What follows belongs to an exercise in optimizing a design on an open flow for small area, a short achievable clock period and few clock cycles per item; a production flow would make more cautious choices. Only simulation tests tie the RTL to the original design; equivalence was not proved. No activity file was given, so power comes from the tool's default toggle rates.

### design/flow/design.v
package d2pc_pkg;
  localparam int DEPTH_W  = 20;
  localparam int COLOR_W  = 8;
  localparam int COORD_W  = 28;
  localparam int FOCAL_W  = 24;
  localparam int SIZE_W   = 13;
  localparam int CFG_IDX_W = 3;
  localparam int CFG_DATA_W = 24;
  localparam int POS_W    = 12;
  localparam int MAG_W    = 13;
  localparam int SCALE_W  = MAG_W + FOCAL_W + 1;
  localparam int PROD_W   = DEPTH_W + SCALE_W;
  localparam int FRAC_SH  = 25;
  localparam int DEFAULT_MAX_COLS = 4096;
  localparam int DEFAULT_MAX_ROWS = 4096;
  localparam int QUO_W    = PROD_W - FRAC_SH;
  localparam logic [SIZE_W-1:0]  RST_FRAME_COLS = SIZE_W'(640);
  localparam logic [SIZE_W-1:0]  RST_FRAME_ROWS = SIZE_W'(480);
  localparam logic [FOCAL_W-1:0] RST_INV_FOCAL  = FOCAL_W'(30268);
  localparam logic [DEPTH_W-1:0] RST_CUTOFF     = DEPTH_W'(6400);
  localparam logic [CFG_IDX_W-1:0] REG_FRAME_COLS   = 3'd0;
  localparam logic [CFG_IDX_W-1:0] REG_FRAME_ROWS   = 3'd1;
  localparam logic [CFG_IDX_W-1:0] REG_INV_FOCAL    = 3'd2;
  localparam logic [CFG_IDX_W-1:0] REG_CUTOFF_DEPTH = 3'd3;
  localparam logic [CFG_IDX_W-1:0] REG_COLOR_MODE   = 3'd4;
  localparam logic [1:0] COLOR_NONE = 2'd0;
  localparam logic [1:0] COLOR_MONO = 2'd1;
  localparam logic [1:0] COLOR_RGB  = 2'd2;
endpackage
import d2pc_pkg::*;
module d2pc_front (
  input  logic                          clk,
  input  logic                          rst,
  input  logic [d2pc_pkg::POS_W-1:0]    cols_m1,
  input  logic [d2pc_pkg::POS_W-1:0]    rows_m1,
  input  logic [d2pc_pkg::FOCAL_W-1:0]  inv_focal,
  input  logic [d2pc_pkg::DEPTH_W-1:0]  cfg_cutoff_depth,
  input  logic [1:0]                    cfg_color_mode,
  input  logic                          recalc,
  input  logic                          accept,
  input  logic                          s1_valid,
  output logic                          busy_any,
  input  logic [d2pc_pkg::DEPTH_W-1:0]  depth_value,
  input  logic [d2pc_pkg::COLOR_W-1:0]  red_or_grey,
  input  logic [d2pc_pkg::COLOR_W-1:0]  green_byte,
  input  logic [d2pc_pkg::COLOR_W-1:0]  blue_byte,
  output logic                          pix_valid,
  output logic                          frame_last,
  output logic                          frame_dense,
  output logic [d2pc_pkg::COLOR_W-1:0]  sel_red,
  output logic [d2pc_pkg::COLOR_W-1:0]  sel_green,
  output logic [d2pc_pkg::COLOR_W-1:0]  sel_blue,
  output logic [d2pc_pkg::SCALE_W-1:0]  scale_x,
  output logic [d2pc_pkg::SCALE_W-1:0]  scale_y
);
  localparam logic [SCALE_W-1:0] RST_SCALE_X = SCALE_W'(-64'sd639 * 64'sd30268);
  localparam logic [SCALE_W-1:0] RST_SCALE_Y = SCALE_W'(-64'sd479 * 64'sd30268);
  logic [POS_W-1:0] col_count;
  logic [POS_W-1:0] row_count;
  logic             dense_so_far;
  logic             row_last;
  logic             anomaly;
  logic             fresh;
  logic             req;
  logic             busy;
  logic [3:0]       bit_idx;
  logic [MAG_W:0]   x_off;
  logic [MAG_W:0]   y_off;
  logic             x_bit;
  logic             y_bit;
  logic             eng_first;
  logic             eng_shift;
  logic             col_zero;
  logic             row_zero;
  assign row_last    = col_count >= cols_m1;
  assign frame_last  = row_last && (row_count >= rows_m1);
  assign pix_valid   = depth_value > cfg_cutoff_depth;
  assign frame_dense = frame_last & pix_valid & dense_so_far;
  assign anomaly     = accept & row_last & ((col_count > cols_m1) | (row_count > rows_m1));
  always_comb begin
    case (cfg_color_mode)
      COLOR_MONO: begin
        sel_red   = red_or_grey;
        sel_green = red_or_grey;
        sel_blue  = red_or_grey;
      end
      COLOR_RGB: begin
        sel_red   = red_or_grey;
        sel_green = green_byte;
        sel_blue  = blue_byte;
      end
      default: begin
        sel_red   = '0;
        sel_green = '0;
        sel_blue  = '0;
      end
    endcase
  end
  always_ff @(posedge clk) begin
    if (rst) begin
      col_count    <= '0;
      row_count    <= '0;
      col_zero     <= 1'b1;
      row_zero     <= 1'b1;
      dense_so_far <= 1'b1;
    end else if (accept) begin
      if (frame_last) begin
        col_count    <= '0;
        row_count    <= '0;
        col_zero     <= 1'b1;
        row_zero     <= 1'b1;
        dense_so_far <= 1'b1;
      end else if (row_last) begin
        col_count    <= '0;
        row_count    <= row_count + POS_W'(1);
        col_zero     <= 1'b1;
        row_zero     <= 1'b0;
        dense_so_far <= pix_valid & dense_so_far;
      end else begin
        col_count    <= col_count + POS_W'(1);
        col_zero     <= 1'b0;
        dense_so_far <= pix_valid & dense_so_far;
      end
    end
  end
  assign x_off = {1'b0, col_count, 1'b0} - {2'b0, cols_m1};
  assign y_off = {1'b0, row_count, 1'b0} - {2'b0, rows_m1};
  always_ff @(posedge clk) begin
    if (rst) begin
      req       <= 1'b0;
      busy      <= 1'b0;
      eng_first <= 1'b0;
      fresh     <= 1'b1;
      bit_idx <= '0;
      x_bit   <= 1'b0;
      y_bit   <= 1'b0;
    end else begin
      if (recalc || anomaly) begin
        req       <= 1'b1;
        busy      <= 1'b0;
        eng_first <= 1'b0;
      end else if (req) begin
        if (!s1_valid) begin
          req       <= 1'b0;
          busy      <= 1'b1;
          eng_first <= 1'b1;
          bit_idx <= 4'(MAG_W);
          x_bit   <= x_off[MAG_W];
          y_bit   <= y_off[MAG_W];
        end
      end else if (busy) begin
        eng_first <= 1'b0;
        if (bit_idx == '0) begin
          busy <= 1'b0;
        end else begin
          x_bit <= x_off[bit_idx - 4'd1];
          y_bit <= y_off[bit_idx - 4'd1];
        end
        bit_idx <= bit_idx - 4'd1;
      end
      if (busy && bit_idx == '0) begin
        fresh <= 1'b1;
      end else if (accept) begin
        fresh <= 1'b0;
      end
    end
  end
  assign busy_any  = req | busy;
  assign eng_shift = busy & ~eng_first;
  d2pc_queue u_track_x (
    .clk       (clk),
    .rst       (rst),
    .rst_value (RST_SCALE_X),
    .inv_focal (inv_focal),
    .load      (busy | (accept & ~fresh)),
    .flip      (col_zero),
    .first     (eng_first),
    .shift     (eng_shift),
    .bit_in    (x_bit),
    .scale     (scale_x)
  );
  d2pc_queue u_track_y (
    .clk       (clk),
    .rst       (rst),
    .rst_value (RST_SCALE_Y),
    .inv_focal (inv_focal),
    .load      (busy | (accept & ~fresh & col_zero)),
    .flip      (row_zero),
    .first     (eng_first),
    .shift     (eng_shift),
    .bit_in    (y_bit),
    .scale     (scale_y)
  );
endmodule
import d2pc_pkg::*;
module d2pc_queue (
  input  logic                         clk,
  input  logic                         rst,
  input  logic [d2pc_pkg::SCALE_W-1:0] rst_value,
  input  logic [d2pc_pkg::FOCAL_W-1:0] inv_focal,
  input  logic                         load,
  input  logic                         flip,      
  input  logic                         first,     
  input  logic                         shift,     
  input  logic                         bit_in,
  output logic [d2pc_pkg::SCALE_W-1:0] scale
);
  logic [SCALE_W-1:0] a;
  logic [SCALE_W-1:0] b;
  logic               cin;
  logic [SCALE_W-1:0] f_ext;
  assign f_ext = SCALE_W'(inv_focal);
  function automatic logic [SCALE_W-1:0] add_c(
    input logic [SCALE_W-1:0] x,
    input logic [SCALE_W-1:0] y,
    input logic           cin
  );
    logic [SCALE_W-1:0] g;
    logic [SCALE_W-1:0] p;
    logic [SCALE_W-1:0] gg;
    logic [SCALE_W-1:0] pp;
    g  = x & y;
    p  = x ^ y;
    gg = g;
    pp = p;
    gg[0] = g[0] | (p[0] & cin);
    for (int d = 1; d < SCALE_W; d = d * 2) begin
      for (int i = 2 * d - 1; i < SCALE_W; i = i + 2 * d) begin
        gg[i] = gg[i] | (pp[i] & gg[i - d]);
        pp[i] = pp[i] & pp[i - d];
      end
    end
    for (int d = 32; d >= 1; d = d / 2) begin
      for (int i = 3 * d - 1; i < SCALE_W; i = i + 2 * d) begin
        gg[i] = gg[i] | (pp[i] & gg[i - d]);
        pp[i] = pp[i] & pp[i - d];
      end
    end
    add_c = p ^ {gg[SCALE_W-2:0], cin};
  endfunction
  always_comb begin
    if (first) begin
      a   = '0;
      b   = bit_in ? ~f_ext : '0;
      cin = bit_in;
    end else if (shift) begin
      a   = {scale[SCALE_W-2:0], 1'b0};
      b   = bit_in ? f_ext : '0;
      cin = 1'b0;
    end else if (flip) begin
      a   = ~scale;
      b   = '0;
      cin = 1'b1;
    end else begin
      a   = scale;
      b   = {f_ext[SCALE_W-2:0], 1'b0};
      cin = 1'b0;
    end
  end
  always_ff @(posedge clk) begin
    if (rst) begin
      scale <= rst_value;
    end else if (load) begin
      scale <= add_c(a, b, cin);
    end
  end
endmodule
import d2pc_pkg::*;
module d2pc_back (
  input  logic                                clk,
  input  logic                                rst,
  input  logic                                accept,
  input  logic [d2pc_pkg::DEPTH_W-1:0]        depth_value,
  input  logic                                pix_valid,
  input  logic                                frame_last,
  input  logic                                frame_dense_in,
  input  logic [d2pc_pkg::COLOR_W-1:0]        sel_red,
  input  logic [d2pc_pkg::COLOR_W-1:0]        sel_green,
  input  logic [d2pc_pkg::COLOR_W-1:0]        sel_blue,
  input  logic [d2pc_pkg::SCALE_W-1:0]        scale_x,
  input  logic [d2pc_pkg::SCALE_W-1:0]        scale_y,
  output logic                                s1_valid,
  output logic                                advance,
  output logic                                out_valid,
  input  logic                                out_stall,
  output logic signed [d2pc_pkg::COORD_W-1:0] point_x,
  output logic signed [d2pc_pkg::COORD_W-1:0] point_y,
  output logic [d2pc_pkg::DEPTH_W-1:0]        point_z,
  output logic                                point_valid,
  output logic [d2pc_pkg::COLOR_W-1:0]        out_red,
  output logic [d2pc_pkg::COLOR_W-1:0]        out_green,
  output logic [d2pc_pkg::COLOR_W-1:0]        out_blue,
  output logic                                frame_end,
  output logic                                frame_dense
);
  localparam int NDIG  = DEPTH_W / 2 + 1;    
  localparam int PP_W  = SCALE_W + 1;        
  localparam int NV    = NDIG + 1;           
  function automatic logic [PROD_W-1:0] booth_const();
    logic [PROD_W-1:0] c;
    c = PROD_W'((64'd1 << (FRAC_SH - 1)) - 64'd1);
    for (int k = 0; k < NDIG; k++) begin
      c = c - (PROD_W'(1) << (PP_W - 1 + 2 * k));
    end
    booth_const = c;
  endfunction
  localparam logic [PROD_W-1:0] BOOTH_C = booth_const();
  function automatic logic [NV*PROD_W-1:0] booth_rows(
    input logic [NDIG-1:0]    one,
    input logic [NDIG-1:0]    two,
    input logic [NDIG-1:0]    neg,
    input logic [SCALE_W-1:0] scale
  );
    logic [PP_W:0]            ext;    
    logic [PP_W-1:0]          pp;
    logic [NV*PROD_W-1:0]     rows;
    ext = {scale[SCALE_W-1], scale, 1'b0};
    for (int k = 0; k < NDIG; k++) begin
      for (int i = 0; i < PP_W; i++) begin
        pp[i] = ((one[k] & ext[i + 1]) | (two[k] & ext[i])) ^ neg[k];
      end
      pp[PP_W-1] = ~pp[PP_W-1];
      rows[k*PROD_W +: PROD_W] = PROD_W'(pp) << (2 * k);
    end
    for (int k = 1; k < NDIG; k++) begin
      rows[k*PROD_W + 2*k - 2] = neg[k - 1];
    end
    rows[2*PROD_W] = ~scale[SCALE_W-1];
    rows[NDIG*PROD_W +: PROD_W] = BOOTH_C;
    booth_rows = rows;
  endfunction
  function automatic logic [2*PROD_W-1:0] csa(
    input logic [PROD_W-1:0] a,
    input logic [PROD_W-1:0] b,
    input logic [PROD_W-1:0] c
  );
    csa = {((a & b) | (a & c) | (b & c)) << 1, a ^ b ^ c};
  endfunction
  function automatic logic [2*PROD_W-1:0] reduce(input logic [NV*PROD_W-1:0] v);
    logic [8*PROD_W-1:0] l1;
    logic [6*PROD_W-1:0] l2;
    logic [4*PROD_W-1:0] l3;
    logic [3*PROD_W-1:0] l4;
    l1[0*PROD_W +: 2*PROD_W] = csa(v[0*PROD_W +: PROD_W], v[1*PROD_W +: PROD_W], v[2*PROD_W +: PROD_W]);
    l1[2*PROD_W +: 2*PROD_W] = csa(v[3*PROD_W +: PROD_W], v[4*PROD_W +: PROD_W], v[5*PROD_W +: PROD_W]);
    l1[4*PROD_W +: 2*PROD_W] = csa(v[6*PROD_W +: PROD_W], v[7*PROD_W +: PROD_W], v[8*PROD_W +: PROD_W]);
    l1[6*PROD_W +: 2*PROD_W] = csa(v[9*PROD_W +: PROD_W], v[10*PROD_W +: PROD_W], v[11*PROD_W +: PROD_W]);
    l2[0*PROD_W +: 2*PROD_W] = csa(l1[0*PROD_W +: PROD_W], l1[1*PROD_W +: PROD_W], l1[2*PROD_W +: PROD_W]);
    l2[2*PROD_W +: 2*PROD_W] = csa(l1[3*PROD_W +: PROD_W], l1[4*PROD_W +: PROD_W], l1[5*PROD_W +: PROD_W]);
    l2[4*PROD_W +: 2*PROD_W] = l1[6*PROD_W +: 2*PROD_W];
    l3[0*PROD_W +: 2*PROD_W] = csa(l2[0*PROD_W +: PROD_W], l2[1*PROD_W +: PROD_W], l2[2*PROD_W +: PROD_W]);
    l3[2*PROD_W +: 2*PROD_W] = csa(l2[3*PROD_W +: PROD_W], l2[4*PROD_W +: PROD_W], l2[5*PROD_W +: PROD_W]);
    l4[0*PROD_W +: 2*PROD_W] = csa(l3[0*PROD_W +: PROD_W], l3[1*PROD_W +: PROD_W], l3[2*PROD_W +: PROD_W]);
    l4[2*PROD_W +: PROD_W]   = l3[3*PROD_W +: PROD_W];
    reduce = csa(l4[0*PROD_W +: PROD_W], l4[1*PROD_W +: PROD_W], l4[2*PROD_W +: PROD_W]);
  endfunction
  function automatic logic [PROD_W-1:0] cpa(
    input logic [PROD_W-1:0] x,
    input logic [PROD_W-1:0] y,
    input logic           cin
  );
    logic [PROD_W-1:0] g;
    logic [PROD_W-1:0] p;
    logic [PROD_W-1:0] gg;
    logic [PROD_W-1:0] pp;
    g  = x & y;
    p  = x ^ y;
    gg = g;
    pp = p;
    gg[0] = g[0] | (p[0] & cin);
    for (int d = 1; d < PROD_W; d = d * 2) begin
      for (int i = 2 * d - 1; i < PROD_W; i = i + 2 * d) begin
        gg[i] = gg[i] | (pp[i] & gg[i - d]);
        pp[i] = pp[i] & pp[i - d];
      end
    end
    for (int d = 32; d >= 1; d = d / 2) begin
      for (int i = 3 * d - 1; i < PROD_W; i = i + 2 * d) begin
        gg[i] = gg[i] | (pp[i] & gg[i - d]);
        pp[i] = pp[i] & pp[i - d];
      end
    end
    cpa = p ^ {gg[PROD_W-2:0], cin};
  endfunction
  function automatic logic [COORD_W-1:0] finish(input logic [2*PROD_W-1:0] sc);
    logic [PROD_W-1:0]        sum;
    logic signed [QUO_W-1:0]  quo;
    sum = cpa(sc[PROD_W-1:0], sc[2*PROD_W-1:PROD_W], 1'b0);
    quo = sum[PROD_W-1:FRAC_SH];
    if (quo[QUO_W-1:COORD_W-1] == '0 || quo[QUO_W-1:COORD_W-1] == '1) begin
      finish = quo[COORD_W-1:0];
    end else begin
      finish = {quo[QUO_W-1], {(COORD_W-1){~quo[QUO_W-1]}}};
    end
  endfunction
  logic [NDIG-1:0]        in_one;
  logic [NDIG-1:0]        in_two;
  logic [NDIG-1:0]        in_neg;
  logic [2*NDIG:0]        d_ext;
  logic [DEPTH_W-1:0] s1_depth;
  logic [NDIG-1:0]    s1_one;
  logic [NDIG-1:0]    s1_two;
  logic [NDIG-1:0]    s1_neg;
  logic               s1_pvalid;
  logic               s1_end;
  logic               s1_dense;
  logic [COLOR_W-1:0] s1_red;
  logic [COLOR_W-1:0] s1_green;
  logic [COLOR_W-1:0] s1_blue;
  logic                     s2_valid;
  logic [2*PROD_W-1:0]     s2_x;
  logic [2*PROD_W-1:0]     s2_y;
  logic [DEPTH_W-1:0]       s2_depth;
  logic                     s2_pvalid;
  logic                     s2_end;
  logic                     s2_dense;
  logic [COLOR_W-1:0]       s2_red;
  logic [COLOR_W-1:0]       s2_green;
  logic [COLOR_W-1:0]       s2_blue;
  assign advance = ~(out_valid & out_stall);
  always_ff @(posedge clk) begin
    if (rst) begin
      s1_valid  <= 1'b0;
      s2_valid  <= 1'b0;
      out_valid <= 1'b0;
    end else begin
      s1_valid <= accept | (s1_valid & ~advance);
      if (advance) begin
        s2_valid  <= s1_valid;
        out_valid <= s2_valid;
      end
    end
  end
  assign d_ext = {(2*NDIG+1-DEPTH_W-1)'(0), depth_value, 1'b0};
  always_comb begin
    for (int k = 0; k < NDIG; k++) begin
      in_one[k] = d_ext[2*k+1] ^ d_ext[2*k];
      in_two[k] = (d_ext[2*k+2] & ~d_ext[2*k+1] & ~d_ext[2*k]) |
                  (~d_ext[2*k+2] & d_ext[2*k+1] & d_ext[2*k]);
      in_neg[k] = d_ext[2*k+2];
    end
  end
  always_ff @(posedge clk) begin
    if (accept) begin
      s1_depth  <= depth_value;
      s1_one    <= in_one;
      s1_two    <= in_two;
      s1_neg    <= in_neg;
      s1_pvalid <= pix_valid;
      s1_end    <= frame_last;
      s1_dense  <= frame_dense_in;
      s1_red    <= sel_red;
      s1_green  <= sel_green;
      s1_blue   <= sel_blue;
    end
  end
  always_ff @(posedge clk) begin
    if (advance && s1_valid) begin
      s2_x      <= reduce(booth_rows(s1_one, s1_two, s1_neg, scale_x));
      s2_y      <= reduce(booth_rows(s1_one, s1_two, s1_neg, scale_y));
      s2_depth  <= s1_depth;
      s2_pvalid <= s1_pvalid;
      s2_end    <= s1_end;
      s2_dense  <= s1_dense;
      s2_red    <= s1_red;
      s2_green  <= s1_green;
      s2_blue   <= s1_blue;
    end
  end
  always_ff @(posedge clk) begin
    if (advance && s2_valid) begin
      point_x     <= s2_pvalid ? finish(s2_x) : '0;
      point_y     <= s2_pvalid ? finish(s2_y) : '0;
      point_z     <= s2_pvalid ? s2_depth : '0;
      point_valid <= s2_pvalid;
      out_red     <= s2_red;
      out_green   <= s2_green;
      out_blue    <= s2_blue;
      frame_end   <= s2_end;
      frame_dense <= s2_dense;
    end
  end
endmodule
import d2pc_pkg::*;
module depth_to_point_cloud #(
  parameter int MAX_COLS = d2pc_pkg::DEFAULT_MAX_COLS,
  parameter int MAX_ROWS = d2pc_pkg::DEFAULT_MAX_ROWS
) (
  input  logic                                clk,
  input  logic                                rst,
  input  logic                                in_valid,
  output logic                                in_stall,
  input  logic [d2pc_pkg::DEPTH_W-1:0]        depth_value,
  input  logic [d2pc_pkg::COLOR_W-1:0]        red_or_grey,
  input  logic [d2pc_pkg::COLOR_W-1:0]        green_byte,
  input  logic [d2pc_pkg::COLOR_W-1:0]        blue_byte,
  output logic                                out_valid,
  input  logic                                out_stall,
  output logic signed [d2pc_pkg::COORD_W-1:0] point_x,
  output logic signed [d2pc_pkg::COORD_W-1:0] point_y,
  output logic [d2pc_pkg::DEPTH_W-1:0]        point_z,
  output logic                                point_valid,
  output logic [d2pc_pkg::COLOR_W-1:0]        out_red,
  output logic [d2pc_pkg::COLOR_W-1:0]        out_green,
  output logic [d2pc_pkg::COLOR_W-1:0]        out_blue,
  output logic                                frame_end,
  output logic                                frame_dense,
  input  logic                                cfg_valid,
  output logic                                cfg_ready,
  input  logic [d2pc_pkg::CFG_IDX_W-1:0]      cfg_index,
  input  logic [d2pc_pkg::CFG_DATA_W-1:0]     cfg_data
);
  logic [POS_W-1:0]   cols_m1;
  logic [POS_W-1:0]   rows_m1;
  logic [FOCAL_W-1:0] cfg_inv_focal;
  logic [DEPTH_W-1:0] cfg_cutoff_depth;
  logic [1:0]         cfg_color_mode;
  logic               cfg_write;
  logic               recalc;
  logic               accept;
  logic               busy_any;
  logic               s1_valid;
  logic               advance;
  logic               pix_valid;
  logic               frame_last;
  logic               frame_dense_in;
  logic [COLOR_W-1:0] sel_red;
  logic [COLOR_W-1:0] sel_green;
  logic [COLOR_W-1:0] sel_blue;
  logic [SCALE_W-1:0] scale_x;
  logic [SCALE_W-1:0] scale_y;
  function automatic logic [POS_W-1:0] size_m1(input logic [SIZE_W-1:0] v);
    if (v == '0) begin
      size_m1 = '0;
    end else if (v > SIZE_W'(1 << POS_W)) begin
      size_m1 = '1;
    end else begin
      size_m1 = POS_W'(v - SIZE_W'(1));
    end
  endfunction
  assign cfg_ready = 1'b1;
  assign cfg_write = cfg_valid && cfg_ready;
  assign recalc    = cfg_write && (cfg_index == REG_FRAME_COLS || cfg_index == REG_FRAME_ROWS ||
                                   cfg_index == REG_INV_FOCAL);
  always_ff @(posedge clk) begin
    if (rst) begin
      cols_m1          <= size_m1(RST_FRAME_COLS);
      rows_m1          <= size_m1(RST_FRAME_ROWS);
      cfg_inv_focal    <= RST_INV_FOCAL;
      cfg_cutoff_depth <= RST_CUTOFF;
      cfg_color_mode   <= COLOR_NONE;
    end else if (cfg_write) begin
      case (cfg_index)
        REG_FRAME_COLS:   cols_m1          <= size_m1(cfg_data[SIZE_W-1:0]);
        REG_FRAME_ROWS:   rows_m1          <= size_m1(cfg_data[SIZE_W-1:0]);
        REG_INV_FOCAL:    cfg_inv_focal    <= cfg_data[FOCAL_W-1:0];
        REG_CUTOFF_DEPTH: cfg_cutoff_depth <= cfg_data[DEPTH_W-1:0];
        REG_COLOR_MODE:   cfg_color_mode   <= cfg_data[1:0];
        default: ;
      endcase
    end
  end
  assign in_stall = busy_any | (s1_valid & ~advance);
  assign accept   = in_valid & ~in_stall;
  d2pc_front u_front (
    .clk              (clk),
    .rst              (rst),
    .cols_m1          (cols_m1),
    .rows_m1          (rows_m1),
    .inv_focal        (cfg_inv_focal),
    .cfg_cutoff_depth (cfg_cutoff_depth),
    .cfg_color_mode   (cfg_color_mode),
    .recalc           (recalc),
    .accept           (accept),
    .s1_valid         (s1_valid),
    .busy_any         (busy_any),
    .depth_value      (depth_value),
    .red_or_grey      (red_or_grey),
    .green_byte       (green_byte),
    .blue_byte        (blue_byte),
    .pix_valid        (pix_valid),
    .frame_last       (frame_last),
    .frame_dense      (frame_dense_in),
    .sel_red          (sel_red),
    .sel_green        (sel_green),
    .sel_blue         (sel_blue),
    .scale_x          (scale_x),
    .scale_y          (scale_y)
  );
  d2pc_back u_back (
    .clk            (clk),
    .rst            (rst),
    .accept         (accept),
    .depth_value    (depth_value),
    .pix_valid      (pix_valid),
    .frame_last     (frame_last),
    .frame_dense_in (frame_dense_in),
    .sel_red        (sel_red),
    .sel_green      (sel_green),
    .sel_blue       (sel_blue),
    .scale_x        (scale_x),
    .scale_y        (scale_y),
    .s1_valid       (s1_valid),
    .advance        (advance),
    .out_valid      (out_valid),
    .out_stall      (out_stall),
    .point_x        (point_x),
    .point_y        (point_y),
    .point_z        (point_z),
    .point_valid    (point_valid),
    .out_red        (out_red),
    .out_green      (out_green),
    .out_blue       (out_blue),
    .frame_end      (frame_end),
    .frame_dense    (frame_dense)
  );
endmodule
### design/flow/run.sh
#!/bin/bash
# synth_recipe.tcl (not shown) runs the flow's synth.tcl, then flattens the netlist and writes it again
# the make line also repeats each setting of config.mk as NAME=value (left out here)
make -C /OpenROAD-flow-scripts/flow DESIGN_CONFIG=/design/flow/config.mk WORK_HOME=/design/flow/orfs CLKGATE_MAP_FILE= SYNTH_SCRIPT=/design/flow/synth_recipe.tcl finish
### design/flow/config.mk
export PLATFORM = sky130hd
export DESIGN_NAME = depth_to_point_cloud
export DESIGN_NICKNAME = depth_to_point_cloud
export VERILOG_FILES = /design/flow/design.v
export SDC_FILE = /design/flow/constraint.sdc
export NUM_CORES = 4
export LEC_CHECK = 0
export CAP_MARGIN = 20
export CORE_MARGIN = 2
export CORE_UTILIZATION = 65
export PLACE_DENSITY = 0.8
export SETUP_SLACK_MARGIN = 4.5
export SLEW_MARGIN = 20
### design/flow/constraint.sdc
create_clock -name core_clock -period 9.0 [get_ports {clk}]
set_input_delay 1.8000 -clock core_clock [delete_from_list [all_inputs] [get_ports {clk}]]
set_output_delay 1.8000 -clock core_clock [all_outputs]
set_load 0.01 [all_outputs]
==> impl_metrics.json, run 1 <==
{
  "worstSkewPairLatency_ps": 710,
  "grt_first_pass_wirelength_um": 302400,
  "clock_path_buffers": 3,
  "ys_seq_area_share_pct": 25.47,
  "path_max_fanout": 5,
  "ff_latch_area_um2": 17010,
  "track_usage_pct": 37.38,
  "die_w_um": 323.8,
  "grt_overflow_total": 0,
  "powerDensity_nw_per_um2": 374.5,
  "postRouteAntennaNets": 0,
  "syn-num-nets": 8029,
  "fin_cells": 8015,
  "finalHoldViolCount": 0,
  "avgSynthCellArea_um2": 9.789,
  "synth_common_cells": "inv_1, a22oi_1, fa_1",
  "crit_family": "compound AO/OA/AOI/OAI gates",
  "io_pins": 182,
  "yosys.area.top_type_share_pct": 21.68,
  "post_synth_num_cell_types": 84,
  "drt_iter0_drc": 7038,
  "dpl.cell_count": 7827,
  "vias": 52060,
  "cpMaxStageDelayCell": "fa_1",
  "clkTransAtPathRegs_ps": 70,
  "path_buf_inv": 0,
  "vdd_drop_max_v": 0.0002588,
  "netlist_instances": 6792,
  "routed_wl_um": 196700,
  "viasPerCell": 6.495,
  "grt_max_degree": 121,
  "finalCritPeriodShare_pct": 50.01,
  "fin_crit_ps": 4500,
  "h-tree-depth": 3,
  "yosysTopAreaCell": "fa_1",
  "synth-edff-count": 440,
  "core_um2": 101600,
  "place_congestion": 0.9592,
  "root_buffer": "clkbuf_16",
  "ys_ff_latch": 626,
  "cts_hold_buf": 0,
  "die_h_um": 323.8,
  "start_util_pct": 65.44,
  "slew_violations": 0,
  "slowest_delay_ps": 540,
  "remaining_drc_errors": 0,
  "first_pass_iters": 10,
  "timing.max_cap.violations": 0,
  "outcome": "finished clean",
  "yosys-top-cells-area": "fa_1, edfxtp_1, xnor2_1",
  "slew_headroom_pct": 24.81,
  "syn_area_um2": 66490,
  "r2r_cells": 16,
  "crit_type": "flip-flop to flip-flop",
  "multi_input_area_um2": 44300,
  "async_flop_share_pct": 0,
  "synth_warnings": 4,
  "worst_ep_arrival_time_ps": 4960,
  "crit_required_ps": 9450,
  "p_leak_nw": 30.61,
  "critPathLaunchType": "flip-flop",
  "numPortBuffers": 180,
  "final_nets": 7823,
  "area_growth_pct": 9.073,
  "dp_hpwl_um": 125800,
  "final-setup-viol-count": 0,
  "nFillCells": 7337,
  "fmax_mhz": 222.2,
  "worstSetupEndpointType": "flip-flop",
  "fp-row-count": 117,
  "cp.depth": 16,
  "hold_depth": 0,
  "drive_above_1_share_pct": 7.208,
  "antenna_found_initial": 7,
  "critical_path.cell_chain": "ha_4 -> nand4_1 -> nor4_4 -> o211ai_1 -> o22ai_2 -> a41oi_4 -> o31ai_4 -> a31oi_2 -> o21a_1 -> o21a_1 -> fa_1 -> nand2_2 -> nor4_4 -> or2_4 -> o21ai_2 -> and2_1",
  "grt_pass1_vias": 53810,
  "wl_per_cell_um": 24.54,
  "cts.sinks": 626,
  "ys.flop_type": "edfxtp_1",
  "fin_setup_tns_ps": 0,
  "cts_made_buffers": 72,
  "dieArea_um2": 104900,
  "synth.most_common_cell": "inv_1",
  "hp-class": "flip-flop to flip-flop",
  "skew_ps": 75.14,
  "cts_tree": "built",
  "worstMarginPinSlew_ps": 1128,
  "rsz0062_at_grt": "true"
}
-- layout make-up --
type                       count  area share [%]
sequential                   626           23.45
clock inverter                51          0.7126
clock buffer                  82           2.621
antenna                        2        0.006901
multi-input combinational   4606           61.08
inverter                     949           4.941
timing repair buffer         331           4.824
tap                         1368           2.360
-- metal layers --
metal / up-vias / track usage [%] / part of all wire (%)
li1: 22100 / - / -
met1: 25370 / 46.45 / 36
met2: 3684 / 60.15 / 46
met3: 902 / 9.421 / 12
met4: 4 / 20.11 / 6.0
met5: - / 0 / 0.013
-- layout by cell type, fill, tap and decap left out, types with 11 or more instances in the layout --
master,count
inv_1,941
nand3_1,22
clkinv_1,18
a22oi_1,739
mux2_2,32
ha_1,435
clkinv_2,15
o21a_1,23
nor2_1,287
buf_12,20
xor2_1,270
a22o_1,46
o21ai_2,22
nand2_1,330
dfxtp_2,48
nor2b_1,36
buf_4,89
and3_1,13
buf_6,25
edfxtp_1,440
fa_1,718
a211oi_1,22
clkbuf_16,75
dfxtp_1,135
xnor2_1,707
nor3_1,26
o21ai_0,114
a21oi_1,221
mux2i_1,14
a21o_1,55
nand2b_1,36
nand4_1,30
clkdlybuf4s50_1,177
o21bai_1,11
nand3b_1,43
o21ai_1,19
a211o_1,46
or2_2,12
and2_1,95
-- power breakdown --
part | internal (W) | switching, W | total [W] | leakage, nW
logic | 0.00766 | 0.0106 | 0.0182 | 23.8
clock network | 0.00167 | 0.00138 | 0.00305 | 1.17
registers | 0.00536 | 0.000512 | 0.00587 | 5.67
-- timing repair --
item / in CTS / in global routing
pin swaps: 15 / 32
setup endpoints to repair: 269 / 193
gates cloned: 3 / 10
resized for setup: 142 / 169
buffers inserted: 19 / 20
-- sequential cells by signal (all words and copies together), names as in the netlist, 10 cells and up --
name	count
u_back.point_z	20
cfg_inv_focal	24
u_back.s1_one	11
cols_m1	12
u_back.point_y	28
u_front.u_track_x.scale	38
u_back.s1_two	10
u_front.col_count	12
u_back.s2_x	112
u_back.s2_y	112
u_front.row_count	12
u_front.u_track_y.scale	38
u_back.s2_depth	20
u_back.point_x	28
rows_m1	12
u_back.s1_depth	18
cfg_cutoff_depth	20
-- kinds of logic after synthesis --
group | after synthesis | synth area share [%]
compound gates | 1410 | 14.76
xor+xnor | 984 | 12.96
fa+ha+maj | 1163 | 30.01
buf+inv | 1568 | 8.946
flops | 626 | 25.47
mux | 49 | 0.7998
other cells | 1 | 0.005640
simple gates | 991 | 7.046
-- worst paths after layout --
path,endpoint,from,slack [ps]
worst min-delay path,u_back.s2_depth[18]$_DFFE_PP_,u_back.s1_depth[18]$_DFFE_PP_,400
worst max register to register,u_back.point_x[15]$_SDFFCE_PN0P_,u_back.s2_x[19]$_DFFE_PP_,4500
worst min register to register,u_back.s2_depth[18]$_DFFE_PP_,u_back.s1_depth[18]$_DFFE_PP_,400
worst max-delay path,u_back.point_x[15]$_SDFFCE_PN0P_,u_back.s2_x[19]$_DFFE_PP_,4500
-- metrics by stage --
stage	util, %	hold slack (ps)	instance area (µm²)	setup WS, ps	total power [W]
after global routing	71.38	406.8	72520	4392	0.03021
after CTS	70.50	395.4	71620	4480	0.02677
after detailed placement	67.43	405.4	68500	3529	0.02335
after global placement	67.42	400.3	68500	3668	0.02209
final	71.38	400.5	72520	4500	0.02716
after floorplan	-	400.3	66540	2645	0.01839
Testbench counts, summed over its fixed seeds: cycles 24,696, items 24,576.
==> inputs of run 2 (changes only) <==
--- a/design/flow/design.v
+++ b/design/flow/design.v
@@ -355,13 +355,21 @@
     reduce = csa(l4[0*PROD_W +: PROD_W], l4[1*PROD_W +: PROD_W], l4[2*PROD_W +: PROD_W]);
   endfunction
-  function automatic logic [PROD_W-1:0] cpa(
-    input logic [PROD_W-1:0] x,
-    input logic [PROD_W-1:0] y,
+  localparam int LOW_W = 10;
+  localparam int HI_W  = PROD_W - LOW_W;
+  localparam int CS_W  = 2 * HI_W + 1;
+  function automatic logic [CS_W-1:0] fold(input logic [2*PROD_W-1:0] sc);
+    logic [LOW_W:0] low;
+    low  = {1'b0, sc[LOW_W-1:0]} + {1'b0, sc[PROD_W +: LOW_W]};
+    fold = {sc[2*PROD_W-1 -: HI_W], sc[PROD_W-1 -: HI_W], low[LOW_W]};
+  endfunction
+  function automatic logic [HI_W-1:0] cpa(
+    input logic [HI_W-1:0] x,
+    input logic [HI_W-1:0] y,
     input logic           cin
   );
-    logic [PROD_W-1:0] g;
-    logic [PROD_W-1:0] p;
-    logic [PROD_W-1:0] gg;
-    logic [PROD_W-1:0] pp;
+    logic [HI_W-1:0] g;
+    logic [HI_W-1:0] p;
+    logic [HI_W-1:0] gg;
+    logic [HI_W-1:0] pp;
     g  = x & y;
     p  = x ^ y;
@@ -369,6 +377,6 @@
     pp = p;
     gg[0] = g[0] | (p[0] & cin);
-    for (int d = 1; d < PROD_W; d = d * 2) begin
-      for (int i = 2 * d - 1; i < PROD_W; i = i + 2 * d) begin
+    for (int d = 1; d < HI_W; d = d * 2) begin
+      for (int i = 2 * d - 1; i < HI_W; i = i + 2 * d) begin
         gg[i] = gg[i] | (pp[i] & gg[i - d]);
         pp[i] = pp[i] & pp[i - d];
@@ -376,16 +384,16 @@
     end
     for (int d = 32; d >= 1; d = d / 2) begin
-      for (int i = 3 * d - 1; i < PROD_W; i = i + 2 * d) begin
+      for (int i = 3 * d - 1; i < HI_W; i = i + 2 * d) begin
         gg[i] = gg[i] | (pp[i] & gg[i - d]);
         pp[i] = pp[i] & pp[i - d];
       end
     end
-    cpa = p ^ {gg[PROD_W-2:0], cin};
+    cpa = p ^ {gg[HI_W-2:0], cin};
   endfunction
-  function automatic logic [COORD_W-1:0] finish(input logic [2*PROD_W-1:0] sc);
-    logic [PROD_W-1:0]        sum;
+  function automatic logic [COORD_W-1:0] finish(input logic [CS_W-1:0] sc);
+    logic [HI_W-1:0]          sum;
     logic signed [QUO_W-1:0]  quo;
-    sum = cpa(sc[PROD_W-1:0], sc[2*PROD_W-1:PROD_W], 1'b0);
-    quo = sum[PROD_W-1:FRAC_SH];
+    sum = cpa(sc[HI_W:1], sc[CS_W-1 -: HI_W], sc[0]);
+    quo = sum[HI_W-1:FRAC_SH-LOW_W];
     if (quo[QUO_W-1:COORD_W-1] == '0 || quo[QUO_W-1:COORD_W-1] == '1) begin
       finish = quo[COORD_W-1:0];
@@ -398,4 +406,5 @@
   logic [NDIG-1:0]        in_neg;
   logic [2*NDIG:0]        d_ext;
+  logic [DEPTH_W-1:0]     in_depth;
   logic [DEPTH_W-1:0] s1_depth;
   logic [NDIG-1:0]    s1_one;
@@ -409,6 +418,6 @@
   logic [COLOR_W-1:0] s1_blue;
   logic                     s2_valid;
-  logic [2*PROD_W-1:0]     s2_x;
-  logic [2*PROD_W-1:0]     s2_y;
+  logic [CS_W-1:0]         s2_x;
+  logic [CS_W-1:0]         s2_y;
   logic [DEPTH_W-1:0]       s2_depth;
   logic                     s2_pvalid;
@@ -432,5 +441,6 @@
     end
   end
-  assign d_ext = {(2*NDIG+1-DEPTH_W-1)'(0), depth_value, 1'b0};
+  assign in_depth = pix_valid ? depth_value : '0;
+  assign d_ext    = {(2*NDIG+1-DEPTH_W-1)'(0), in_depth, 1'b0};
   always_comb begin
     for (int k = 0; k < NDIG; k++) begin
@@ -443,5 +453,5 @@
   always_ff @(posedge clk) begin
     if (accept) begin
-      s1_depth  <= depth_value;
+      s1_depth  <= in_depth;
       s1_one    <= in_one;
       s1_two    <= in_two;
@@ -457,6 +467,6 @@
   always_ff @(posedge clk) begin
     if (advance && s1_valid) begin
-      s2_x      <= reduce(booth_rows(s1_one, s1_two, s1_neg, scale_x));
-      s2_y      <= reduce(booth_rows(s1_one, s1_two, s1_neg, scale_y));
+      s2_x      <= fold(reduce(booth_rows(s1_one, s1_two, s1_neg, scale_x)));
+      s2_y      <= fold(reduce(booth_rows(s1_one, s1_two, s1_neg, scale_y)));
       s2_depth  <= s1_depth;
       s2_pvalid <= s1_pvalid;
@@ -470,7 +480,7 @@
   always_ff @(posedge clk) begin
     if (advance && s2_valid) begin
-      point_x     <= s2_pvalid ? finish(s2_x) : '0;
-      point_y     <= s2_pvalid ? finish(s2_y) : '0;
-      point_z     <= s2_pvalid ? s2_depth : '0;
+      point_x     <= finish(s2_x);
+      point_y     <= finish(s2_y);
+      point_z     <= s2_depth;
       point_valid <= s2_pvalid;
       out_red     <= s2_red;
==> impl_metrics.json, run 2 <==
{
  "startpoint": "u_back.s1_one[8]$_DFFE_PP_",
  "postRouteAntennaNets": 0,
  "layout_common_cells": "inv_1, a22oi_1, xnor2_1, fa_1, ha_1",
  "cpMaxStageDelayCell": "fa_1",
  "avgSynthCellArea_um2": 9.700,
  "viasPerCell": 6.470,
  "finalCritPeriodShare_pct": 50.41,
  "finalHoldViolCount": 0,
  "synth.most_common_cell": "inv_1",
  "outcome": "finished clean",
  "drt_iter0_drc": 6529,
  "drive_above_1_share_pct": 6.721,
  "core_um2": 99860,
  "top_regs": "u_back.s2_x: 97 flops, u_back.s2_y: 97 flops",
  "worst_ep_arrival_time_ps": 4970,
  "first_pass_iters": 8,
  "synth-edff-count": 410,
  "r2r_cells": 11,
  "slew_headroom_pct": 32.89,
  "critPathLaunchType": "flip-flop",
  "area_growth_pct": 9.432,
  "final_nets": 7755,
  "ff_latch_area_um2": 16110,
  "fin_crit_ps": 4537,
  "r2r-end": "u_back.s2_x[7]$_DFFE_PP_",
  "design_area_um2": 71410,
  "clkTransAtPathRegs_ps": 70,
  "p_leak_nw": 30.46,
  "hp-class": "flip-flop to flip-flop",
  "num_antenna_cells": 0,
  "critical_path.cell_chain": "clkbuf_8 -> buf_12 -> nand2_1 -> xnor2_1 -> fa_1 -> inv_1 -> fa_1 -> fa_1 -> inv_1 -> fa_1 -> fa_1",
  "nFillCells": 7005,
  "crit_required_ps": 9430,
  "worstSetupEndpointType": "flip-flop",
  "clock_path_buffers": 3,
  "yosys.area.top_type_share_pct": 22.09,
  "fin_setup_tns_ps": 0,
  "remaining_drc_errors": 0,
  "grt_max_degree": 126,
  "async_flop_share_pct": 0,
  "fmax_mhz": 220.4,
  "worstSkewPairLatency_ps": 700,
  "dieArea_um2": 102900,
  "total_power_w": 0.02788,
  "grt_pass1_vias": 51690,
  "timing.rr.start": "u_back.s1_one[8]$_DFFE_PP_",
  "yosys-top-cells-area": "fa_1, edfxtp_1, xnor2_1",
  "numPortBuffers": 180,
  "grt_overflow_total": 0,
  "routed_wl_um": 184900,
  "die_w_um": 320.8,
  "track_usage_pct": 34.79,
  "fp-row-count": 116,
  "yosysTopAreaCell": "fa_1",
  "h-tree-depth": 3,
  "root_buffer": "clkbuf_16",
  "final-setup-viol-count": 0,
  "syn-num-nets": 7964,
  "ys_ff_latch": 596,
  "dp_hpwl_um": 117100,
  "slew_violations": 0,
  "powerDensity_nw_per_um2": 390.5,
  "synth_common_cells": "inv_1, a22oi_1, xnor2_1",
  "slowest_delay_ps": 630,
  "path_max_fanout": 40,
  "timing.max_cap.violations": 0,
  "cts_made_buffers": 71,
  "place_area_um2": 67150,
  "start_util_pct": 65.35,
  "antenna_found_initial": 1,
  "vdd_drop_max_v": 0.0002714,
  "place_congestion": 0.9364,
  "grt_first_pass_wirelength_um": 282600,
  "crit_end": "u_back.s2_x[7]$_DFFE_PP_",
  "ys.flop_type": "edfxtp_1",
  "multi_input_area_um2": 43850,
  "netlist_instances": 6727,
  "syn_area_um2": 65250,
  "cts_tree": "built",
  "cts.sinks": 596,
  "rsz0062_at_grt": "true",
  "die_h_um": 320.8,
  "ys_seq_area_share_pct": 24.57,
  "synth_warnings": 4,
  "crit_top_cell": "fa_1",
  "final_common_cell": "inv_1",
  "cp.depth": 11,
  "wl_per_cell_um": 23.48,
  "post_synth_num_cell_types": 83,
  "worstMarginPinSlew_ps": 1007,
  "crit_type": "flip-flop to flip-flop",
  "holdWs_ps": 413.9,
  "io_pins": 182,
  "vias": 50950,
  "path_buf_inv": 4,
  "skew_ps": 45.68,
  "crit_family": "adder cells",
  "finalCoreUtilization_pct": 71.51,
  "rrSetupSlack_ps": 4460
}
==> run 2: cell types whose count changed after synthesis, sizes merged, moves of 15 or more <==
cell / previous run / this run
xor2: 273 / 247
xnor2: 711 / 739
buf: 135 / 106
nand2b: 37 / 20
clkbuf: 484 / 514
a21oi: 235 / 259
a211o: 46 / 31
and2: 100 / 71
a21o: 56 / 83
nor2: 290 / 322
edfxtp: 440 / 410
inv: 945 / 921
==> run 2: power breakdown <==
part | switching, W | internal (W) | leakage, nW
logic | 0.0110 | 0.00813 | 23.9
clock network | 0.00131 | 0.00171 | 1.17
registers | 0.000509 | 0.00524 | 5.38
total | 0.0128 | 0.0151 | 30.5
==> run 2: per-stage QoR <==
stage	std cells	worst slack [ps]
detailed placement	7683	3524
global route	7874	4385
CTS	7840	4486
finish	7874	4463
floorplan	6727	3100
global placement	7683	3341
==> run 2: worst min-delay path by stage <==
stage | startpoint | end | slack, ps | cells after the start
floorplan | u_back.s2_dense$_DFFE_PP_ | u_back.frame_dense$_DFFE_PP_ | 400 | 0
global placement | u_back.s2_pvalid$_DFFE_PP_ | u_back.point_valid$_DFFE_PP_ | 400 | 0
detailed placement | u_back.s2_blue[6]$_DFFE_PP_ | u_back.out_blue[6]$_DFFE_PP_ | 400 | 0
CTS | u_back.s2_depth[2]$_DFFE_PP_ | u_back.point_z[2]$_DFFE_PP_ | 410 | 0
global route | u_back.s1_blue[6]$_DFFE_PP_ | u_back.s2_blue[6]$_DFFE_PP_ | 420 | 0
finish | u_back.s1_blue[3]$_DFFE_PP_ | u_back.s2_blue[3]$_DFFE_PP_ | 410 | 0
==> run 2: layer usage <==
| layer | vias up | GRT usage, % | part of all wire (%) |
|---|---|---|---|
| li1 | 21880 | - | - |
| met1 | 24810 | 45.35 | 37 |
| met2 | 3483 | 55.39 | 46 |
| met3 | 780 | 7.058 | 11 |
| met4 | 2 | 17.75 | 5.8 |
| met5 | - | 0.1891 | 0.035 |
==> run 2: cells by family (layout without fill, tap and decap cells) <==
| group | Yosys count | after routing | synth area share [%] |
|---|---|---|---|
| xor+xnor | 986 | 986 | 13.23 |
| compound gates | 1424 | 1424 | 15.13 |
| simple gates | 975 | 975 | 6.836 |
| other cells | 1 | 1 | 0.005747 |
| flops | 596 | 596 | 24.57 |
| buf+inv | 1543 | 1391 | 8.935 |
| fa+ha+maj | 1162 | 1162 | 30.56 |
| mux | 40 | 41 | 0.7229 |
==> run 2: what timing repair did <==
action / 4_1_cts / 5_1_grt
hold buffers: 0 / 0
pin swaps: 5 / 42
setup buffers: 20 / 23
cloned: 6 / 11
gates resized for setup: 155 / 144
endpoints found under the setup margin: 297 / 207
==> run 2: area by class of cell <==
type	count	share of cell area, %
Clock buffer	89	2.653
Sequential cell	596	22.56
Timing Repair inverter	1	0.01051
Clock inverter	42	0.7745
Multi-Input combinational cell	4589	61.41
Inverter	923	4.899
Tap cell	1298	2.274
Timing Repair Buffer	336	5.416
==> run 2: worst reg2reg max path: cells and delay by family (launching register included) <==
family | cells | cell delay (ps)
buf+inv | 4 | 830
xor+xnor | 1 | 480
simple gates | 1 | 100
fa+ha+maj | 5 | 2520
flops | 1 | 350
Testbench counts of run 2, summed over its fixed seeds: cycles 24,696, items 24,576.
==> inputs of run 3 (changes only) <==
==> design/flow/flow/run.sh (new file) <==
#!/bin/bash
# Standard layout, with the port buffers inserted at placement made from the platform's
# plain buffer instead of the delay buffer the resizer would otherwise pick.
set -euo pipefail
bash standard.sh BUFFER_PORTS_ARGS="-buffer_cell sky130_fd_sc_hd__buf_2" finish > standard_flow.log 2>&1
==> design/flow/standard.sh (new file) <==
#!/bin/bash
# synth_recipe.tcl (not shown) runs the flow's synth.tcl, then flattens the netlist and writes it again
# the make line also repeats each setting of config.mk as NAME=value (left out here)
make -C /OpenROAD-flow-scripts/flow DESIGN_CONFIG=/design/flow/config.mk WORK_HOME=/design/flow/orfs CLKGATE_MAP_FILE= SYNTH_SCRIPT=/design/flow/synth_recipe.tcl "${@:-finish}"
--- a/design/flow/config.mk
+++ b/design/flow/config.mk
@@ -9,4 +9,5 @@
 export CORE_MARGIN = 2
 export CORE_UTILIZATION = 65
+export CTS_BUF_LIST = sky130_fd_sc_hd__clkbuf_4 sky130_fd_sc_hd__clkbuf_8
 export PLACE_DENSITY = 0.8
 export SETUP_SLACK_MARGIN = 4.5
removed: design/flow/run.sh
==> impl_metrics.json, run 3 <==
{
  "hold_depth": 0,
  "fin_crit_ps": 4665,
  "cts_made_buffers": 103,
  "p_leak_nw": 30.56,
  "clkTransAtPathRegs_ps": 60,
  "antenna_found_initial": 1,
  "netlist_instances": 6727,
  "h-tree-depth": 3,
  "postRouteAntennaNets": 0,
  "drive_above_1_share_pct": 10.43,
  "ys_ff_latch": 596,
  "syn_area_um2": 65250,
  "yosys.area.top_type_share_pct": 22.09,
  "finalCritPeriodShare_pct": 51.83,
  "vias": 50830,
  "core_um2": 99860,
  "synth_warnings": 4,
  "clock_path_buffers": 3,
  "routed_wl_um": 183700,
  "final_common_cell": "inv_1",
  "nFillCells": 7141,
  "total_power_w": 0.02790,
  "hp-class": "flip-flop to flip-flop",
  "async_flop_share_pct": 0,
  "worst_ep_arrival_time_ps": 5240,
  "skew_ps": 96.29,
  "critPathLaunchType": "flip-flop",
  "dp_hpwl_um": 115400,
  "place_congestion": 0.9000,
  "dieArea_um2": 102900,
  "vdd_drop_max_v": 0.0003023,
  "numPortBuffers": 180,
  "path_max_fanout": 14,
  "crit_type": "flip-flop to flip-flop",
  "worstSkewPairLatency_ps": 850,
  "root_buffer": "clkbuf_8",
  "io_pins": 182,
  "yosysTopAreaCell": "fa_1",
  "ys_seq_area_share_pct": 24.57,
  "start_util_pct": 65.35,
  "fmax_mhz": 214.4,
  "ff_latch_area_um2": 16110,
  "ys.flop_type": "edfxtp_1",
  "syn-num-nets": 7964,
  "grt_overflow_total": 0,
  "synth-edff-count": 410,
  "yosys-top-cells-area": "fa_1, edfxtp_1, xnor2_1",
  "rsz0062_at_grt": "true",
  "synth.most_common_cell": "inv_1",
  "grt_pass1_vias": 51690,
  "slowest_delay_ps": 470,
  "fp-row-count": 116,
  "final-setup-viol-count": 0,
  "remaining_drc_errors": 0,
  "worstMarginPinSlew_ps": 1179,
  "top_regs": "u_back.s2_x: 97 flops, u_back.s2_y: 97 flops",
  "timing.max_cap.violations": 0,
  "avgSynthCellArea_um2": 9.700,
  "final_nets": 7788,
  "path_buf_inv": 2,
  "die_h_um": 320.8,
  "wl_per_cell_um": 23.15,
  "fin_setup_tns_ps": 0,
  "multi_input_area_um2": 43890,
  "grt_first_pass_wirelength_um": 281900,
  "drt_iter0_drc": 6450,
  "slew_headroom_pct": 21.37,
  "powerDensity_nw_per_um2": 395.2,
  "outcome": "finished clean",
  "post_synth_num_cell_types": 83,
  "grt_max_degree": 128,
  "track_usage_pct": 34.67,
  "area_growth_pct": 8.174,
  "cts_tree": "built",
  "viasPerCell": 6.404,
  "synth_common_cells": "inv_1, a22oi_1, xnor2_1",
  "worstSetupEndpointType": "flip-flop",
  "slew_violations": 0,
  "cp.depth": 14,
  "finalHoldViolCount": 0,
  "crit_family": "compound AO/OA/AOI/OAI gates",
  "layout_common_cells": "inv_1, a22oi_1, xnor2_1, fa_1, ha_1",
  "critical_path.cell_chain": "ha_1 -> and4_1 -> a221o_1 -> a2111oi_2 -> nor4b_1 -> a41oi_1 -> buf_4 -> nand2b_1 -> fa_1 -> xor2_1 -> and4_2 -> mux2i_4 -> buf_12 -> o21ai_0",
  "rrSetupSlack_ps": 4340,
  "r2r_cells": 14,
  "first_pass_iters": 9,
  "cts.sinks": 596,
  "cpMaxStageDelayCell": "fa_1",
  "crit_required_ps": 9570,
  "die_w_um": 320.8
}
## run 3: cells by family (layout without fill, tap and decap cells)
kind of cell | after synthesis | after routing | share of synthesized area [%]
compound gates | 1424 | 1424 | 15.13
xor+xnor | 986 | 986 | 13.23
fa+ha+maj | 1162 | 1162 | 30.56
buf+inv | 1543 | 1451 | 8.935
flops | 596 | 596 | 24.57
mux | 40 | 41 | 0.7229
other cells | 1 | 2 | 0.005747
simple gates | 975 | 976 | 6.836
## run 3: cell type report
class | count | area share (%)
Timing Repair Buffer | 337 | 4.394
Sequential cell | 596 | 22.83
Clock buffer | 145 | 2.535
Inverter | 923 | 4.921
Antenna cell | 1 | 0.003545
Tap cell | 1298 | 2.301
Multi-Input combinational cell | 4590 | 62.18
Clock inverter | 46 | 0.8367
## run 3: routing by layer
metal	track usage, %	share of wire [%]	vias to the layer above
li1	-	-	21970
met1	44.86	37	24780
met2	55.68	46	3295
met3	7.329	12	776
met4	17.01	6.0	0
met5	0	0	-
## run 3: through the flow
stage | setup slack [ps] | hold WS (ps) | area [µm²] | utilization, % | instances
floorplan | 3100 | 400.3 | 65380 | - | 6727
global placement | 3612 | 401.3 | 66260 | 66.35 | 7684
detailed placement | 3595 | 404.5 | 66260 | 66.35 | 7684
CTS | 4505 | 412.3 | 69600 | 69.70 | 7905
global route | 4277 | 420.9 | 70590 | 70.69 | 7936
finish | 4335 | 410.0 | 70590 | 70.69 | 7936
## run 3: power by group
part | internal (W) | leakage (nW) | switching, W
clock network | 0.00158 | 1.22 | 0.00129
registers | 0.00524 | 5.38 | 0.000505
logic | 0.00822 | 24.0 | 0.0111
total | 0.0150 | 30.6 | 0.0129
## run 3: timing repair
| item | CTS | global route |
|---|---|---|
| resized for setup | 158 | 144 |
| hold buffers | 0 | 0 |
| setup buffers | 24 | 17 |
| hold endpoints to repair | 0 | 0 |
| pin swaps | 7 | 38 |
| setup endpoints to repair | 285 | 188 |
| gates cloned | 6 | 13 |
## run 3: worst register-to-register path, cell delays in order, from the launching register on
cell       delay, ps
edfxtp_1         460
ha_1             360
and4_1           270
a221o_1          440
a2111oi_2        400
nor4b_1          160
a41oi_1          270
buf_4            170
nand2b_1          90
fa_1             470
xor2_1           410
and4_2           400
mux2i_4          120
buf_12           170
o21ai_0          230
## run 3: final timing paths
kind                                       from                            to
hold reg to reg   u_back.s2_depth[12]$_DFFE_PP_  u_back.point_z[12]$_DFFE_PP_
setup / recovery      u_back.s2_y[31]$_DFFE_PP_  u_back.point_y[11]$_DFFE_PP_
setup reg to reg      u_back.s2_y[31]$_DFFE_PP_  u_back.point_y[11]$_DFFE_PP_
hold / removal    u_back.s2_depth[12]$_DFFE_PP_  u_back.point_z[12]$_DFFE_PP_
==> inputs of run 4 (changes only) <==
--- a/design/flow/design.v
+++ b/design/flow/design.v
@@ -391,15 +391,18 @@
     cpa = p ^ {gg[HI_W-2:0], cin};
   endfunction
-  function automatic logic [COORD_W-1:0] finish(input logic [CS_W-1:0] sc);
-    logic [HI_W-1:0]          sum;
-    logic signed [QUO_W-1:0]  quo;
-    sum = cpa(sc[HI_W:1], sc[CS_W-1 -: HI_W], sc[0]);
-    quo = sum[HI_W-1:FRAC_SH-LOW_W];
+  function automatic logic [QUO_W-1:0] finish(input logic [CS_W-1:0] sc);
+    logic [HI_W-1:0] sum;
+    sum    = cpa(sc[HI_W:1], sc[CS_W-1 -: HI_W], sc[0]);
+    finish = sum[HI_W-1:FRAC_SH-LOW_W];
+  endfunction
+  function automatic logic [COORD_W-1:0] saturate(input logic [QUO_W-1:0] quo);
     if (quo[QUO_W-1:COORD_W-1] == '0 || quo[QUO_W-1:COORD_W-1] == '1) begin
-      finish = quo[COORD_W-1:0];
+      saturate = quo[COORD_W-1:0];
     end else begin
-      finish = {quo[QUO_W-1], {(COORD_W-1){~quo[QUO_W-1]}}};
+      saturate = {quo[QUO_W-1], {(COORD_W-1){~quo[QUO_W-1]}}};
     end
   endfunction
+  logic [QUO_W-1:0]       out_qx;
+  logic [QUO_W-1:0]       out_qy;
   logic [NDIG-1:0]        in_one;
   logic [NDIG-1:0]        in_two;
@@ -478,8 +481,10 @@
     end
   end
+  assign point_x = saturate(out_qx);
+  assign point_y = saturate(out_qy);
   always_ff @(posedge clk) begin
     if (advance && s2_valid) begin
-      point_x     <= finish(s2_x);
-      point_y     <= finish(s2_y);
+      out_qx      <= finish(s2_x);
+      out_qy      <= finish(s2_y);
       point_z     <= s2_depth;
       point_valid <= s2_pvalid;
==> impl_metrics.json, run 4 <==
{
  "startpoint": "u_back.s1_depth[5]$_DFFE_PP_",
  "io_pins": 182,
  "avgSynthCellArea_um2": 9.688,
  "nFillCells": 7347,
  "p_leak_nw": 30.24,
  "cts_tree": "built",
  "path_buf_inv": 5,
  "grt_pass1_vias": 51780,
  "synth_common_cells": "inv_1, a22oi_1, fa_1",
  "fmax_mhz": 224.2,
  "p_seq_share_pct": 22.1,
  "slowest_delay_ps": 550,
  "rsz0062_at_grt": "true",
  "ys_seq_area_share_pct": 24.91,
  "routed_wl_um": 179400,
  "numPortBuffers": 180,
  "dpl.cell_count": 7731,
  "switchingPower_w": 0.01229,
  "p_clk_share_pct": 10.1,
  "worst_ep_arrival_time_ps": 5040,
  "cpMaxStageDelayCell": "fa_1",
  "root_buffer": "clkbuf_8",
  "fin_setup_tns_ps": 0,
  "critPathLaunchType": "flip-flop",
  "final-setup-viol-count": 0,
  "finalHoldViolCount": 0,
  "area_growth_pct": 6.960,
  "place_congestion": 0.9165,
  "yosys-top-cells-area": "fa_1, edfxtp_1, xnor2_1",
  "crit_type": "flip-flop to flip-flop",
  "fin_crit_ps": 4460,
  "vias": 50480,
  "final_common_cell": "inv_1",
  "swShare_pct": 45.67,
  "clock_path_buffers": 3,
  "total_power_w": 0.02690,
  "grt_first_pass_wirelength_um": 283000,
  "core_um2": 100000,
  "slew_violations": 0,
  "ys_ff_latch": 606,
  "drive_above_1_share_pct": 9.522,
  "outcome": "finished clean",
  "vdd_drop_max_v": 0.0003070,
  "h-tree-depth": 3,
  "cp.depth": 14,
  "fp-row-count": 116,
  "worstSkewPairLatency_ps": 840,
  "post_synth_num_cell_types": 66,
  "timing.rr.start": "u_back.s1_depth[5]$_DFFE_PP_",
  "wl_per_cell_um": 22.51,
  "cts_made_buffers": 103,
  "grt_overflow_total": 0,
  "synth-edff-count": 420,
  "track_usage_pct": 34.56,
  "crit_required_ps": 9580,
  "drt_iter0_drc": 6060,
  "worstSetupEndpointType": "flip-flop",
  "grt_max_degree": 142,
  "yosysTopAreaCell": "fa_1",
  "cts.sinks": 606,
  "layout_common_cells": "inv_1, a22oi_1, fa_1, xnor2_1, ha_1",
  "internal-power_w": 0.01462,
  "critical_path.cell_chain": "buf_6 -> inv_4 -> xnor2_1 -> fa_1 -> inv_1 -> fa_1 -> inv_1 -> fa_1 -> ha_1 -> inv_1 -> ha_1 -> ha_1 -> a21oi_1 -> o21ai_0",
  "worstMarginPinSlew_ps": 1096,
  "synth.most_common_cell": "inv_1",
  "viasPerCell": 6.334,
  "first_pass_iters": 9,
  "async_flop_share_pct": 0,
  "skew_ps": 78.33,
  "fin_cells": 7969,
  "crit_end": "u_back.s2_y[0]$_DFFE_PP_",
  "pwr-share-comb_pct": 67.8,
  "dp_hpwl_um": 116800,
  "syn-num-nets": 8005,
  "path_max_fanout": 38,
  "slew_headroom_pct": 26.96,
  "die_w_um": 321.6,
  "crit_family": "adder cells",
  "syn_area_um2": 65570,
  "timing.max_cap.violations": 0,
  "r2r_cells": 14,
  "ys.flop_type": "edfxtp_1",
  "die_h_um": 321.6,
  "top_regs": "u_back.s2_x: 97 flops, u_back.s2_y: 97 flops",
  "netlist_instances": 6768,
  "synth_warnings": 4,
  "final_nets": 7820,
  "r2r-end": "u_back.s2_y[0]$_DFFE_PP_",
  "yosys.area.top_type_share_pct": 21.98,
  "dieArea_um2": 103400,
  "hp-class": "flip-flop to flip-flop",
  "rrSetupSlack_ps": 4540,
  "powerDensity_nw_per_um2": 383.6,
  "clkTransAtPathRegs_ps": 60,
  "start_util_pct": 65.57,
  "antenna_found_initial": 2,
  "finalCritPeriodShare_pct": 49.56,
  "postRouteAntennaNets": 0,
  "remaining_drc_errors": 0
}
-- run 4: worst min-delay path by stage --
stage | startpoint | endpoint | slack [ps] | cells after the start
finish | u_back.s2_green[6]$_DFFE_PP_ | u_back.out_green[6]$_DFFE_PP_ | 390 | 0
global route | u_back.s1_green[3]$_DFFE_PP_ | u_back.s2_green[3]$_DFFE_PP_ | 400 | 0
CTS | u_back.s2_green[6]$_DFFE_PP_ | u_back.out_green[6]$_DFFE_PP_ | 370 | 0
detailed placement | u_back.s2_end$_DFFE_PP_ | u_back.frame_end$_DFFE_PP_ | 400 | 0
global placement | u_back.s2_blue[6]$_DFFE_PP_ | u_back.out_blue[6]$_DFFE_PP_ | 400 | 0
floorplan | u_back.s2_dense$_DFFE_PP_ | u_back.frame_dense$_DFFE_PP_ | 400 | 0
-- run 4: metal layers --
metal	GRT usage (%)	wire length (µm)
met4	17.32	9179
met5	0	0
met2	55.18	83080
met1	44.98	66120
met3	7.011	21040
-- run 4: through the flow --
| stage | setup WS, ps | hold WS, ps | instance area, µm² | util, % |
|---|---|---|---|---|
| 2_1_floorplan | 3100 | 400.3 | 65740 | - |
| 3_3_place_gp | 3777 | 400.3 | 66630 | 66.63 |
| 3_5_place_dp | 3720 | 404.5 | 66630 | 66.63 |
| 4_1_cts | 4455 | 374.3 | 69390 | 69.39 |
| 5_1_grt | 4404 | 401.1 | 70130 | 70.13 |
| 6_report | 4540 | 389.4 | 70130 | 70.13 |
-- run 4: kinds of logic (layout without fill, tap and decap cells) --
kind of cell,after synthesis,count (layout),share of synthesized area (%)
compound gates,1441,1442,15.18
xor+xnor,984,984,13.14
fa+ha+maj,1163,1163,30.43
buf+inv,1589,1488,9.139
flops,606,606,24.91
mux,33,33,0.5725
other cells,1,3,0.005719
simple gates,951,952,6.618
-- run 4: power by group through the flow --
stage	combinational [W]	clock (W)	sequential, W
3_3_place_gp	0.0169	0	0.00594
6_report	0.0182	0.00272	0.00594
4_1_cts	0.0184	0.00276	0.00591
5_1_grt	0.0215	0.00287	0.00599
2_1_floorplan	0.0133	0	0.00567
3_5_place_dp	0.0181	0	0.00597
-- run 4: final cells by class --
| type | count | area (µm²) | area share (%) |
|---|---|---|---|
| inverters | 980 | 3700 | 5.276 |
| clock buffers | 138 | 1718 | 2.450 |
| clock inverters | 53 | 488.0 | 0.6958 |
| flip-flops and latches | 606 | 16420 | 23.41 |
| multi-input cells | 4575 | 43540 | 62.08 |
| diodes | 2 | 5.005 | 0.007136 |
| well taps | 1298 | 1624 | 2.316 |
| repair buffers | 317 | 2639 | 3.763 |
-- run 4: timing repair --
item | in CTS | in global routing
gates resized for setup | 107 | 94
buffers inserted | 16 | 15
hold buffers | 0 | 0
pin swaps | 9 | 17
endpoints found under the setup margin | 264 | 180
gates cloned | 3 | 9
Testbench counts of run 4, summed over its fixed seeds: cycles 24,696, items 24,576.

## afterwards: timing with drivers on the ports
How much do the figures lean on ideal ports? The routed layouts below were timed once more, with nothing changed but the port constraints.
Step 1 sets driving cells, clkbuf_16 on the clock port and buf_2 on the other inputs (assumed; they add their load-dependent delay and slew).
Step 2 moves the port delays by t, midway between the first and last clock arrival at a register: inputs arrive t later, outputs are due t later. That takes back most of the time a late clock gives input paths.
Slacks: ideal ports / drivers / drivers and shift; pairs: ideal ports / drivers.
| run | shift t [ns] | setup WS [ns] | hold slack, ns | worst register clock-pin slew, ns |
|---|---|---|---|---|
| run 1 | 0.738 | 4.500 / 4.500 / 4.320 | 0.401 / 0.401 / 0.401 | 0.07 / 0.07 |
| run 2 | 0.752 | 4.463 / 4.463 / 4.001 | 0.414 / 0.414 / 0.414 | 0.07 / 0.07 |
| run 3 | 0.865 | 4.335 / 4.335 / 3.993 | 0.410 / 0.410 / 0.410 | 0.08 / 0.08 |
| run 4 | 0.875 | 4.540 / 4.540 / 3.879 | 0.389 / 0.389 / 0.389 | 0.07 / 0.07 |
After both steps every run listed still meets setup and hold. The setup slack of run 4, which loses most, moves by 0.000 ns with the drivers and by -0.661 ns with both steps.
